Source: an optimization exercise on an open RTL-to-GDS flow (aim: small area, a short achievable clock period and few clock cycles). Production flows keep margins and buffers that such runs may drop. No functional check of the RTL was part of any run shown here. No run shown here takes its clock network from TritonCTS; it comes from the design's own scripts or RTL. The clock port is modelled as an ideal driver, which makes a skipped or thinned clock tree look cheaper than it is; a real chip needs a root buffer or a tree. Power figures rest on the tool's default switching activity, not on a simulated workload.

--- flow/config.mk ---
export PLATFORM = sky130hd
export DESIGN_NAME = phase_synthesizer
export DESIGN_NICKNAME = phase_synthesizer
export VERILOG_FILES = /design/flow/design.v
export SDC_FILE = /design/flow/constraint.sdc
export NUM_CORES = 4
export LEC_CHECK = 0
export CAP_MARGIN = 20
export CORE_MARGIN = 2
export CORE_UTILIZATION = 50
export SETUP_SLACK_MARGIN = 4.4
export SLEW_MARGIN = 20
--- flow/constraint.sdc ---
create_clock -name core_clock -period 7.0 [get_ports {clock}]
set_input_delay 1.4000 -clock core_clock [delete_from_list [all_inputs] [get_ports {clock}]]
set_output_delay 1.4000 -clock core_clock [all_outputs]
set_load 0.01 [all_outputs]
--- flow/design.v ---
module phase_synthesizer #(
  parameter int ADDR_WIDTH  = 11,
  parameter int PHASE_WIDTH = 24,
  parameter int MAG_WIDTH   = 16,
  parameter int RATIO_WIDTH = 16,
  parameter int RATIO_FRAC  = 12
) (
  input  logic                   clock,
  input  logic                   reset,
  input  logic [PHASE_WIDTH-1:0] phase,
  input  logic [PHASE_WIDTH-1:0] phase_last,
  input  logic                   phases_valid,
  input  logic [ADDR_WIDTH-1:0]  k_max,
  input  logic [MAG_WIDTH-1:0]   magnitude,
  input  logic [RATIO_WIDTH-1:0] pitch_ratio,
  output logic [47:0]            m_tdata,
  output logic                   m_tvalid,
  input  logic                   m_tready,
  output logic                   m_tlast,
  output logic [15:0]            m_tuser,
  output logic                   busy,
  output logic [7:0]             dropped_count
);
  logic [23:0] ph_q, pl_q;       
  logic [10:0] k_q;              
  logic [15:0] r_q, mag_q;
  logic [23:0] sn_acc_q;         
  logic [14:0] ms_q;             
  logic [15:0] mc_q;             
  logic        bw_q, ac_q;       
  logic [5:0]  cyc_q;            
  logic        x_q, p_q;         
  logic        clr_q, op_q;      
  logic        nphase_q, negd_q, accv_q;
  logic        busy_q, tvalid_q, tlast_q;
  logic        cap_q;            
  logic        hit_a_q, hit_b_q, hit_c_q, nph_a_q, nph_b_q, nph_c_q, nph_d_q;
  logic        up_q;             
  logic [10:0] tu_q;
  logic [7:0]  drop_q;
  logic c_rdy;
  assign c_rdy = cyc_q == 6'd61;
  logic dsum, dbor;
  assign dsum = ph_q[0] ^ ~pl_q[0] ^ bw_q;
  assign dbor = (ph_q[0] & ~pl_q[0]) | (ph_q[0] & bw_q) | (~pl_q[0] & bw_q);
  logic        x_d;
  logic [15:0] sin, cin, fsum, fcar;
  logic        vnz;
  assign x_d = busy_q ? (((cyc_q < 6'd10) & k_q[1]) | (~nphase_q & (cyc_q >= 6'd23) & (cyc_q < 6'd59) & ph_q[1]))
                      : (phases_valid & k_max[0]);
  always_comb begin
    for (int j = 0; j < 16; j++) begin
      sin[j] = (j < 15) ? ms_q[j] : 1'b0;
      cin[j] = mc_q[j];
      if (j < 3 && clr_q) begin
        sin[j] = 1'b0;
        cin[j] = 1'b0;
      end
      {fcar[j], fsum[j]} = {1'b0, sin[j]} + {1'b0, cin[j]} + {1'b0, r_q[j] & x_q};
    end
  end
  assign vnz = |{ms_q[2:0], mc_q[2:0]};
  logic aa, ab, asum, acar;
  assign aa   = accv_q & ~(sn_acc_q[0] ^ negd_q);
  assign ab   = p_q & ~nphase_q;
  assign asum = aa ^ ab ^ ac_q;
  assign acar = (aa & ab) | (aa & ac_q) | (ab & ac_q);
  logic [10:0] tn;
  logic        up, hitn, phitn, fin, adv, load, negstart, updend;
  assign up      = up_q;
  assign tn      = tu_q + 11'd1;
  assign hitn    = up ? (k_q == 11'h7FE) : (k_q == 11'h000);
  logic [10:0] kstep;
  logic [11:0] kcar;
  always_comb begin
    kcar[0] = 1'b1;
    for (int i = 0; i < 11; i++) begin
      kstep[i]   = k_q[i] ^ kcar[i];
      kcar[i+1]  = kcar[i] & ~(k_q[i] ^ up);
    end
  end
  assign phitn   = hitn & ~tlast_q;
  assign fin     = tvalid_q & m_tready & tlast_q;
  assign adv     = tvalid_q ? (m_tready & ~tlast_q) : (busy_q & (~tlast_q | (cyc_q >= 6'd26)));
  assign load    = adv & ~(phitn & ~c_rdy);
  assign negstart = tvalid_q & m_tready & ~nph_a_q & ~up_q;
  assign updend  = op_q & (cyc_q == 6'd60) & ~nphase_q;
  always_ff @(posedge clock or posedge reset) begin
    if (reset) cap_q <= 1'b1;
    else if (cap_q) cap_q <= ~phases_valid;
    else if (fin) cap_q <= 1'b1;
  end
  always_ff @(posedge clock) begin
    if (cap_q) begin
      ph_q    <= phase;
      pl_q    <= phase_last;
      k_q     <= k_max;
      r_q     <= pitch_ratio;
      mag_q   <= magnitude;
      bw_q    <= 1'b1;
      cyc_q   <= '0;
      nphase_q <= 1'b0;
      tu_q    <= '1;
      tlast_q <= 1'b1;
      up_q    <= 1'b0;
    end else begin
      ph_q <= {(cyc_q >= 6'd24) ? ph_q[23] : dsum, ph_q[23:1]};
      pl_q <= {1'b0, pl_q[23:1]};
      bw_q <= dbor;
      if (cyc_q <= 6'd23) k_q <= {p_q, k_q[10:1]};
      else if (clr_q) k_q[10] <= k_q[10] | p_q | vnz;
      else if (cyc_q == 6'd25) k_q <= {1'b0, k_q[9:0] | {10{k_q[10]}}};
      else if (load) k_q <= kstep;
      if (negstart) cyc_q <= 6'd35;
      else if (!c_rdy) cyc_q <= cyc_q + 6'd1;
      if (negstart) nphase_q <= 1'b1;
      if (load) begin
        tu_q    <= tn;
        tlast_q <= &tn;
        up_q    <= tn[10] & ~&tn;
      end
    end
    p_q   <= fsum[0];
    clr_q <= busy_q & (cyc_q == 6'd23);
    op_q  <= busy_q & (cyc_q >= 6'd36) & (cyc_q <= 6'd59);
    if (op_q) sn_acc_q <= {~asum, sn_acc_q[23:1]};
    ac_q <= op_q ? acar : negd_q;
  end
  always_ff @(posedge clock or posedge reset) begin
    if (reset) begin
      hit_a_q <= 1'b0;
      nph_a_q <= 1'b0;
    end else if (load) begin
      hit_a_q <= hitn;
      nph_a_q <= ~phitn;
    end
  end
  always_ff @(posedge clock or posedge reset) begin
    if (reset) begin
      hit_b_q <= 1'b0;
      nph_b_q <= 1'b0;
    end else if (load) begin
      hit_b_q <= hitn;
      nph_b_q <= ~phitn;
    end else if (!tvalid_q) begin
      hit_b_q <= 1'b0;
      nph_b_q <= 1'b1;
    end
  end
  always_ff @(posedge clock or posedge reset) begin
    if (reset) begin
      hit_c_q <= 1'b0;
      nph_c_q <= 1'b0;
    end else if (load) begin
      hit_c_q <= hitn;
      nph_c_q <= ~phitn;
    end else if (cap_q) begin
      hit_c_q <= 1'b0;
      nph_c_q <= 1'b1;
    end
  end
  always_ff @(posedge clock or posedge reset) begin
    if (reset) nph_d_q <= 1'b0;
    else if (load) nph_d_q <= ~phitn;
    else if (fin) nph_d_q <= 1'b1;
  end
  always_ff @(posedge clock or posedge reset) begin
    if (reset) begin
      ms_q <= '0;
      mc_q <= '0;
    end else begin
      ms_q <= fsum[15:1];
      mc_q <= fcar;
    end
  end
  always_ff @(posedge clock or posedge reset) begin
    if (reset) begin
      busy_q   <= 1'b0;
      x_q      <= 1'b0;
      tvalid_q <= 1'b0;
      drop_q   <= '0;
      accv_q   <= 1'b0;
      negd_q   <= 1'b0;
    end else begin
      if (phases_valid && busy_q && (drop_q != 8'hFF)) drop_q <= drop_q + 8'd1;
      x_q <= x_d;
      if (!busy_q) busy_q <= phases_valid;
      else if (fin) busy_q <= 1'b0;
      if (fin) tvalid_q <= 1'b0;
      else if (adv) tvalid_q <= load;
      if (updend) accv_q <= 1'b1;
      if (negstart) negd_q <= 1'b1;
      else if (updend) negd_q <= 1'b0;
    end
  end
  assign m_tdata       = {8'h00, mag_q[15:11] & {5{hit_c_q}}, mag_q[10:5] & {6{hit_b_q}},
                          mag_q[4:0] & {5{hit_a_q}},
                          ~(sn_acc_q[23:18] | {6{nph_d_q}}), ~(sn_acc_q[17:12] | {6{nph_c_q}}),
                          ~(sn_acc_q[11:6] | {6{nph_b_q}}), ~(sn_acc_q[5:0] | {6{nph_a_q}})};
  assign m_tvalid      = tvalid_q;
  assign m_tlast       = tlast_q;
  assign m_tuser       = {5'h00, tu_q};
  assign busy          = busy_q;
  assign dropped_count = drop_q;
endmodule
--- flow/flow/run.sh ---
#!/bin/bash
set -euo pipefail
here=$(pwd)
export BUFFER_PORTS_ARGS="-buffer_cell sky130_fd_sc_hd__buf_1"
export SKIP_REPAIR_TIE_FANOUT=1
export PRE_CTS_TCL="$here/flow/pre_cts.tcl"
bash standard.sh finish > standard_make.log 2>&1
--- flow/flow/mycts.tcl ---
proc my_cts_split {items n} {
  set groups [list $items]
  set dir 0
  while {[llength $groups] < $n} {
    set ng {}
    foreach g $groups {
      set idx [expr {$dir == 0 ? 1 : 2}]
      set s [lsort -integer -index $idx $g]
      set h [expr {[llength $s] / 2}]
      lappend ng [lrange $s 0 [expr {$h - 1}]] [lrange $s $h end]
    }
    set groups $ng
    set dir [expr {1 - $dir}]
  }
  return $groups
}

proc my_cts_buffer {name master in_net items} {
  set block [ord::get_db_block]
  set sx 0; set sy 0
  foreach e $items { incr sx [lindex $e 1]; incr sy [lindex $e 2] }
  set n [llength $items]
  set cx [expr {$sx / $n}]; set cy [expr {$sy / $n}]
  set buf [odb::dbInst_create $block $master $name]
  set net [odb::dbNet_create $block "clknet_$name"]
  $net setSigType CLOCK
  [$buf findITerm A] connect $in_net
  [$buf findITerm X] connect $net
  $buf setLocation $cx $cy
  $buf setPlacementStatus PLACED
  return [list $buf $net $cx $cy]
}

proc my_cts_build {ntop nsub topname leafname} {
  set db [ord::get_db]
  set block [ord::get_db_block]
  set clk_net [$block findNet clock]
  set sinks {}
  foreach it [$clk_net getITerms] {
    set bb [[$it getInst] getBBox]
    lappend sinks [list $it [expr {([$bb xMin] + [$bb xMax]) / 2}] [expr {([$bb yMin] + [$bb yMax]) / 2}]]
  }
  set t 0
  foreach g [my_cts_split $sinks $ntop] {
    if {$nsub <= 1} {
      lassign [my_cts_buffer "clkbuf_${t}_clock" [$db findMaster $topname] $clk_net $g] buf net
      foreach e $g { set it [lindex $e 0]; $it disconnect; $it connect $net }
    } else {
      lassign [my_cts_buffer "clkbuf_${t}_clock" [$db findMaster $topname] $clk_net $g] buf tnet
      set l 0
      foreach sg [my_cts_split $g $nsub] {
        lassign [my_cts_buffer "clkbuf_${t}_${l}_clock" [$db findMaster $leafname] $tnet $sg] lbuf lnet
        foreach e $sg { set it [lindex $e 0]; $it disconnect; $it connect $lnet }
        incr l
      }
    }
    incr t
  }
  puts "my_cts: [llength $sinks] sinks, $ntop x $nsub buffers"
}
--- flow/flow/pre_cts.tcl ---
# Replaces TritonCTS for this design: a two-level tree (the clock port drives four clkbuf_8,
# each drives two clkbuf_16, each drives about 24 flip-flops of its region of the placement).
# The rest of ORFS's cts.tcl (legalisation, timing repair) runs as usual afterwards.
source [file join [file dirname [info script]] mycts.tcl]
rename clock_tree_synthesis orfs_clock_tree_synthesis
proc clock_tree_synthesis {args} {
  my_cts_build 4 2 sky130_fd_sc_hd__clkbuf_8 sky130_fd_sc_hd__clkbuf_16
}
--- flow/standard.sh ---
#!/bin/bash
# synth_recipe.tcl (not shown) runs the flow's synth.tcl, then flattens the netlist and writes it again
# the make line also repeats each setting of config.mk as NAME=value (left out here)
make -C /OpenROAD-flow-scripts/flow DESIGN_CONFIG=/design/flow/config.mk WORK_HOME=/design/flow/orfs CLKGATE_MAP_FILE= SYNTH_SCRIPT=/design/flow/synth_recipe.tcl "${@:-finish}"
==> results of run 1 <==
cells by family (layout without fill, tap and decap cells):
group	Yosys count	in the layout	share of synthesized area (%)
XOR/XNOR	18	18	1.93
adder cells (fa/ha/maj)	24	24	5.24
AND/OR/NAND/NOR	205	206	13.7
multiplexers	53	53	7.25
other	1	1	0.0460
flip-flops	192	192	58.7
buffers and inverters	63	203	4.25
AO/OA/AOI/OAI	107	107	8.93
per-layer routing:
layer  vias up  global-route usage, %
met5         -                      0
met4         0                   1.21
met3         7                   3.38
met2       165                   32.1
met1      2650                   25.5
li1       2645                      -
final timing paths:
| path | startpoint | to | slack, ns | cells after the start |
|---|---|---|---|---|
| worst max-delay path | k_q[2] | k_q[3] | 4.46 | 6 |
| worst min-delay path | pl_q[7] | pl_q[6] | 0.46 | 1 |
| worst max register to register | k_q[2] | k_q[3] | 4.46 | 6 |
| worst min register to register | pl_q[7] | pl_q[6] | 0.46 | 1 |
| max in group asynchronous | reset | drop_q[0] | 5.24 | 3 |
| min in group asynchronous | reset | mc_q[9] | 1.28 | 3 |
layout by cell type, fill, tap and decap left out, types with 18 or more instances in the layout:
cell	synthesis	routed
nor3_1	18	18
and2_1	35	34
dfxtp_1	72	70
edfxtp_1	68	68
a21oi_1	26	26
nor2_1	42	42
dfrtp_1	51	51
nand3_1	22	22
mux2_2	49	49
buf_1	3	155
nand2_1	27	25
stage by stage:
| stage | power [mW] | utilization (%) | area, sq um | hold slack [ns] | setup slack (ns) |
|---|---|---|---|---|---|
| 4_1_cts | 3.60 | 57.2 | 9130 | 0.440 | 4.43 |
| 6_report | 3.70 | 57.7 | 9200 | 0.459 | 4.46 |
| 2_1_floorplan | 2.79 | - | 8170 | 0.427 | 4.51 |
| 3_3_place_gp | 3.03 | 55.0 | 8770 | 0.432 | 4.22 |
| 3_5_place_dp | 3.09 | 55.0 | 8770 | 0.437 | 4.10 |
| 5_1_grt | 3.99 | 57.7 | 9200 | 0.471 | 4.40 |
critical path, delay by kind of cell, from the launching register on:
kind,cells,cell delay (ns)
and+or+nand+nor,2,1.14
AOI/OAI and AO/OA,3,0.55
buffers and inverters,1,0.17
DFF,1,0.45
repair_timing:
item                                    CTS  global route
cloned                                    1             0
setup buffers                             6             9
hold buffers                              0             0
pin swaps                                 2             2
gates resized for setup                  11             2
endpoints found under the setup margin   28            16
sequential cells by signal, summed over array words and instances (netlist names), 11 cells and up:
name      count
ms_q         15
k_q          11
mag_q        16
r_q          16
mc_q         16
tu_q         11
sn_acc_q     24
ph_q         24
pl_q         24
power by group through the flow:
stage	logic [mW]	registers [mW]	clock network (mW)
detailed placement	1.11	1.98	0
floorplan	0.965	1.83	0
CTS	1.17	1.98	0.450
global placement	1.07	1.96	0
global route	1.35	2.01	0.626
finish	1.19	1.94	0.568
layout make-up:
cell class	instances	area [sq um]
plain buffers	12	255
fillers	1390	6740
inverters	17	67.6
multi-input cells	409	3080
flip-flops and latches	192	4790
well taps	216	270
repair buffers	174	734
==> flow_metrics.tcl, run 1 <==
set metrics [dict create \
    outcome "complete, no violations" \
    p_leak_nw 3.49 \
    drv_slew 0 \
    min_period_over_period_pct 36.3 \
    dr.pass1.iters 4 \
    seq_area_frac_synth_pct 58.7 \
    grt_max_degree 62 \
    synth_area_leaders "edfxtp_1 (25%), dfxtp_1 (18%), dfrtp_1 (16%)" \
    placed_cells 992 \
    p_seq_share_pct 52.5 \
    num-nets-final 925 \
    gp_congestion 0.845 \
    routedWlPerCell_um 16.1 \
    wl_met3_mm 1.01 \
    swShare_pct 33.6 \
    hold_viol 0 \
    p_switching_mw 1.24 \
    yosysTopAreaCellShare_pct 25.0 \
    wl_met1_mm 7.42 \
    drive_gt1_share_pct 13.2 \
    fmax_mhz 394 \
    fin_setup_tns_ns 0 \
    std_cell_rows 46 \
    antenna_left 0 \
    slowest_delay_ns 0.58 \
    clk_pin_slew_ns 0.10 \
    grt_pass1_wl_mm 27.3 \
    drt-vias-per-instance 5.36 \
    synth_seq_cells 192 \
    finalWirelength_mm 16.5 \
    min_period_ns 2.54 \
    wl_met2_mm 7.93 \
    worstSetupPathType "reg -> reg" \
    antenna_found_initial 0 \
    crit_required_ns 7.07 \
    port_buffers 156 \
    clk-insertion-delay-late_ns 0.30 \
    hpwl_mm 11.3 \
    core_sq_mm 0.0159 \
    rsz0062_at_grt "no" \
    crit_path_max_fanout 8 \
    die_area_sq_mm 0.0174 \
    io_pins 170 \
    synthArstFlopShare_pct 27.1 \
    vias 5467 \
    cp-start-kind "flop" \
    cap_violations 0 \
    syn2layout_area_growth_pct 12.8 \
    path_cells "or4_4 -> or4_4 -> a21bo_4 -> a21boi_2 -> o21ai_4 -> buf_12" \
    synth-edff-count 68 \
    start_util_pct 51.2 \
    hold_class "reg -> reg" \
    synth_nets 782 \
    synth_area_per_cell_sq_um 12.3 \
    syn-cell-area_sq_mm 0.00816 \
    yosysWarnings 1 \
    finalSetupViolCount 0 \
    synth.most_common_cell "dfxtp_1" \
    relSlewSlack_pct 41.1 \
    postSynthCellCount 663 \
    antennaDiodeCount 0 \
    crit_slowest_cell "or4_4" \
    endpoint_kind "flop" \
    synth_ff_type "dfxtp_1" \
    dieHeight_um 132 \
    grt_pass1_vias 5467 \
    p_per_area_mw_per_mm2 402 \
    global_route.usage.total_pct 18.5 \
    die_w_um 132 \
    grt_overflow 0 \
    fin_cells 1020 \
    clock_power_share_pct 15.4 \
    clock_skew_ns 0.0195 \
    drc 0 \
    arrival_ns 2.61 \
    peakVddDrop_mv 0.302 \
    power_frac_comb_pct 32.1 \
    synth_commonest_cells "dfxtp_1 (72), edfxtp_1 (68), dfrtp_1 (51), mux2_2 (49), nor2_1 (42)" \
    cpMostUsedCell "or4_4" \
    highest-signal-layer "met4" \
    drt_iter0_drc 351 \
    yosys.area.top_type "edfxtp_1" \
    p_int_mw 2.46 \
    ys_types 70 \
    worst_slew_pin_slew_ns 0.883 \
]
==> run 2: changes to the inputs <==
--- a/flow/design.v
+++ b/flow/design.v
@@ -70,5 +70,5 @@
   assign up      = up_q;
   assign tn      = tu_q + 11'd1;
-  assign hitn    = up ? (k_q == 11'h7FE) : (k_q == 11'h000);
+  assign hitn    = k_q == 11'h000;
   logic [10:0] kstep;
   logic [11:0] kcar;
@@ -84,5 +84,5 @@
   assign adv     = tvalid_q ? (m_tready & ~tlast_q) : (busy_q & (~tlast_q | (cyc_q >= 6'd26)));
   assign load    = adv & ~(phitn & ~c_rdy);
-  assign negstart = tvalid_q & m_tready & ~nph_a_q & ~up_q;
+  assign negstart = tvalid_q & m_tready & ~nph_a_q & ~tu_q[10];
   assign updend  = op_q & (cyc_q == 6'd60) & ~nphase_q;
   always_ff @(posedge clock or posedge reset) begin
@@ -118,5 +118,5 @@
         tu_q    <= tn;
         tlast_q <= &tn;
-        up_q    <= tn[10] & ~&tn;
+        up_q    <= tn[10] | &tn[9:0];
       end
     end
==> run 2 against run 1 <==
  * First-iteration DRC count decreased by 13%
  * Critical path depth decreased by 1
  * Sequential share of layout area about the same
  * Clock power increased by 0.9%
  * Worst setup slack improved by 0.011 ns
  * Final area about the same
  * Final cell count decreased by 1.3%
  * Synthesized area decreased by 2.7%
==> flow_metrics.tcl, run 2 <==
set metrics [dict create \
    synthArstFlopShare_pct 27.1 \
    cp-start-kind "flop" \
    post-place-ws_ns 4.01 \
    std_cell_rows 46 \
    antenna_found_initial 0 \
    fmax_mhz 396 \
    synth_ff_type "dfxtp_1" \
    drv_slew 0 \
    synth_area_per_cell_sq_um 12.3 \
    rsz0062_at_grt "no" \
    synth_seq_cells 192 \
    p_leak_nw 3.54 \
    grt_pass1_vias 5113 \
    worst_slack_ns 4.47 \
    final_common_cell "buf_1" \
    peakVddDrop_mv 0.297 \
    antenna_left 0 \
    p_per_area_mw_per_mm2 399 \
    drive_gt1_share_pct 14.4 \
    hold_class "reg -> reg" \
    drt_iter0_drc 306 \
    min_period_ns 2.53 \
    final_cell_mix "buf_1 (155), dfxtp_1 (70), edfxtp_1 (68)" \
    postCtsHoldBufs 0 \
    core_sq_mm 0.0157 \
    reg_top3 "ph_q: 24 flops, pl_q: 24 flops, sn_acc_q: 24 flops" \
    die_area_sq_mm 0.0169 \
    yosysWarnings 1 \
    yosysTopAreaCellShare_pct 25.7 \
    postLayoutCellArea_sq_mm 0.00920 \
    grt_overflow 0 \
    die_w_um 130 \
    num-nets-final 912 \
    synth_area_leaders "edfxtp_1 (26%), dfxtp_1 (18%), dfrtp_1 (16%)" \
    antennaDiodeCount 0 \
    grt_max_degree 90 \
    synth_commonest_cells "dfxtp_1 (72), edfxtp_1 (68), dfrtp_1 (51), mux2_2 (50), nor2_1 (49)" \
    relSlewSlack_pct 49.4 \
    drc 0 \
    vias 5213 \
    fin_setup_tns_ns 0 \
    hold_viol 0 \
    placed_cells 975 \
    dr.pass1.iters 4 \
    worst_slew_pin_slew_ns 0.758 \
    hpwl_mm 10.5 \
    clk-insertion-delay-late_ns 0.31 \
    routedWlPerCell_um 15.4 \
    io_pins 170 \
    finalWirelength_mm 15.5 \
    finalSetupViolCount 0 \
    postSynthCellCount 644 \
    drt-vias-per-instance 5.18 \
    syn-cell-area_sq_mm 0.00794 \
    outcome "complete, no violations" \
    dieHeight_um 130 \
    synth.most_common_cell "dfxtp_1" \
    global_route.usage.total_pct 18.0 \
    synth_nets 763 \
    grt_pass1_wl_mm 25.0 \
    clk_pin_slew_ns 0.10 \
    fin_cells 1007 \
    crit_required_ns 7.06 \
    post_dp_cell_area_sq_mm 0.00861 \
    ys_types 59 \
    clock_skew_ns 0.0222 \
    synth-edff-count 68 \
    crit_path_max_fanout 10 \
    worstSetupPathType "reg -> reg" \
    min_period_over_period_pct 36.1 \
    syn2layout_area_growth_pct 15.9 \
    endpoint_kind "flop" \
    seq_area_frac_synth_pct 60.3 \
    arrival_ns 2.59 \
    nFillCells 1367 \
    port_buffers 156 \
    start_util_pct 50.5 \
    gp_congestion 0.841 \
    yosys.area.top_type "edfxtp_1" \
    cap_violations 0 \
]
-- run 2: routing by layer --
layer	vias to the layer above	global-route usage (%)	share of wire (%)
met5	-	0	0
met4	0	2.91	1.1
met3	13	2.87	5.6
met2	139	31.5	50
met1	2515	24.3	43
li1	2546	-	-
-- run 2: final timing paths --
check,start,slack (ns),to,cells past startpoint
worst max register to register,k_q[6],4.47,k_q[10],5
worst min-delay path,sn_acc_q[5],0.45,sn_acc_q[4],0
worst min register to register,sn_acc_q[5],0.45,sn_acc_q[4],0
min in group asynchronous,reset,1.12,ms_q[1],2
max in group asynchronous,reset,5.36,drop_q[6],3
worst max-delay path,k_q[6],4.47,k_q[10],5
-- run 2: area by class of cell --
cell class                      count  area [sq um]  share of cell area (%)
Tap cell                          216           270                    2.94
Multi-Input combinational cell    393          3030                    32.9
Timing Repair Buffer              175           781                    8.48
Sequential cell                   192          4790                    52.1
Inverter                           19          75.1                   0.816
Buffer                             12           255                    2.77
-- run 2: per-stage QoR --
step / hold WS [ns] / util [%] / total power, mW
floorplan: 0.427 / - / 2.68
global placement: 0.435 / 54.8 / 2.92
detailed placement: 0.440 / 54.8 / 2.97
CTS: 0.440 / 57.6 / 3.53
global route: 0.473 / 58.6 / 3.95
finish: 0.450 / 58.6 / 3.67
-- run 2: power breakdown --
group	switching (mW)	total, mW	internal (mW)	leakage (nW)
Clock	0.314	0.573	0.259	0.127
Combinational	0.604	1.20	0.599	1.52
Sequential	0.308	1.89	1.59	1.88
Total	1.23	3.67	2.44	3.54
-- run 2: cells by family after synthesis --
group | count (synthesis) | share of synthesized area [%]
fa+ha+maj | 24 | 5.39
flops | 192 | 60.3
simple gates | 196 | 12.7
buf+inv | 61 | 3.61
mux | 51 | 7.21
compound gates | 94 | 8.02
xor+xnor | 25 | 2.76
other cells | 1 | 0.0472
-- run 2: what timing repair did --
item                                    4_1_cts  5_1_grt
endpoints found under the setup margin       37       32
cloned                                        2        0
resized for setup                            23        7
pin swaps                                     9        5
setup buffers                                 8        9
-- run 2: critical path: stages, from the launching register on --
cell,delay (ns)
edfxtp_1,0.48
or3_1,0.44
or4_4,0.55
nor3_4,0.19
nor2_4,0.10
or4_1,0.51

-- afterwards: timing with drivers on the ports --
In the flow no input, the clock included, has a driving cell. The finished layouts below were timed again as built, in two steps. Step 1: set_driving_cell puts a clkbuf_16 on clock and a buf_2 on each other input, an assumption about the parent block. Step 2 also shifts input and output timing later by t, the mid clock arrival at the registers, as if the neighbouring blocks saw the same clock. Slacks: no drivers / after step 1 / after step 2; pairs: no drivers / after step 1.
| run | t (ns) | setup slack, ns | latest minus earliest clock arrival (ns) | worst register clock-pin slew, ns | worst data-port slew with drivers (ns) |
|---|---|---|---|---|---|
| run 1 | 0.364 | 4.461 / 4.434 / 4.387 | 0.019 / 0.020 | 0.10 / 0.10 | 0.05 |
| run 2 | 0.364 | 4.472 / 4.440 / 4.260 | 0.024 / 0.024 | 0.10 / 0.10 | 0.06 |
After both steps every run listed still meets setup and hold. For run 2, which loses most, drivers alone change the setup slack by -0.032 ns; drivers and shift together by -0.212 ns.
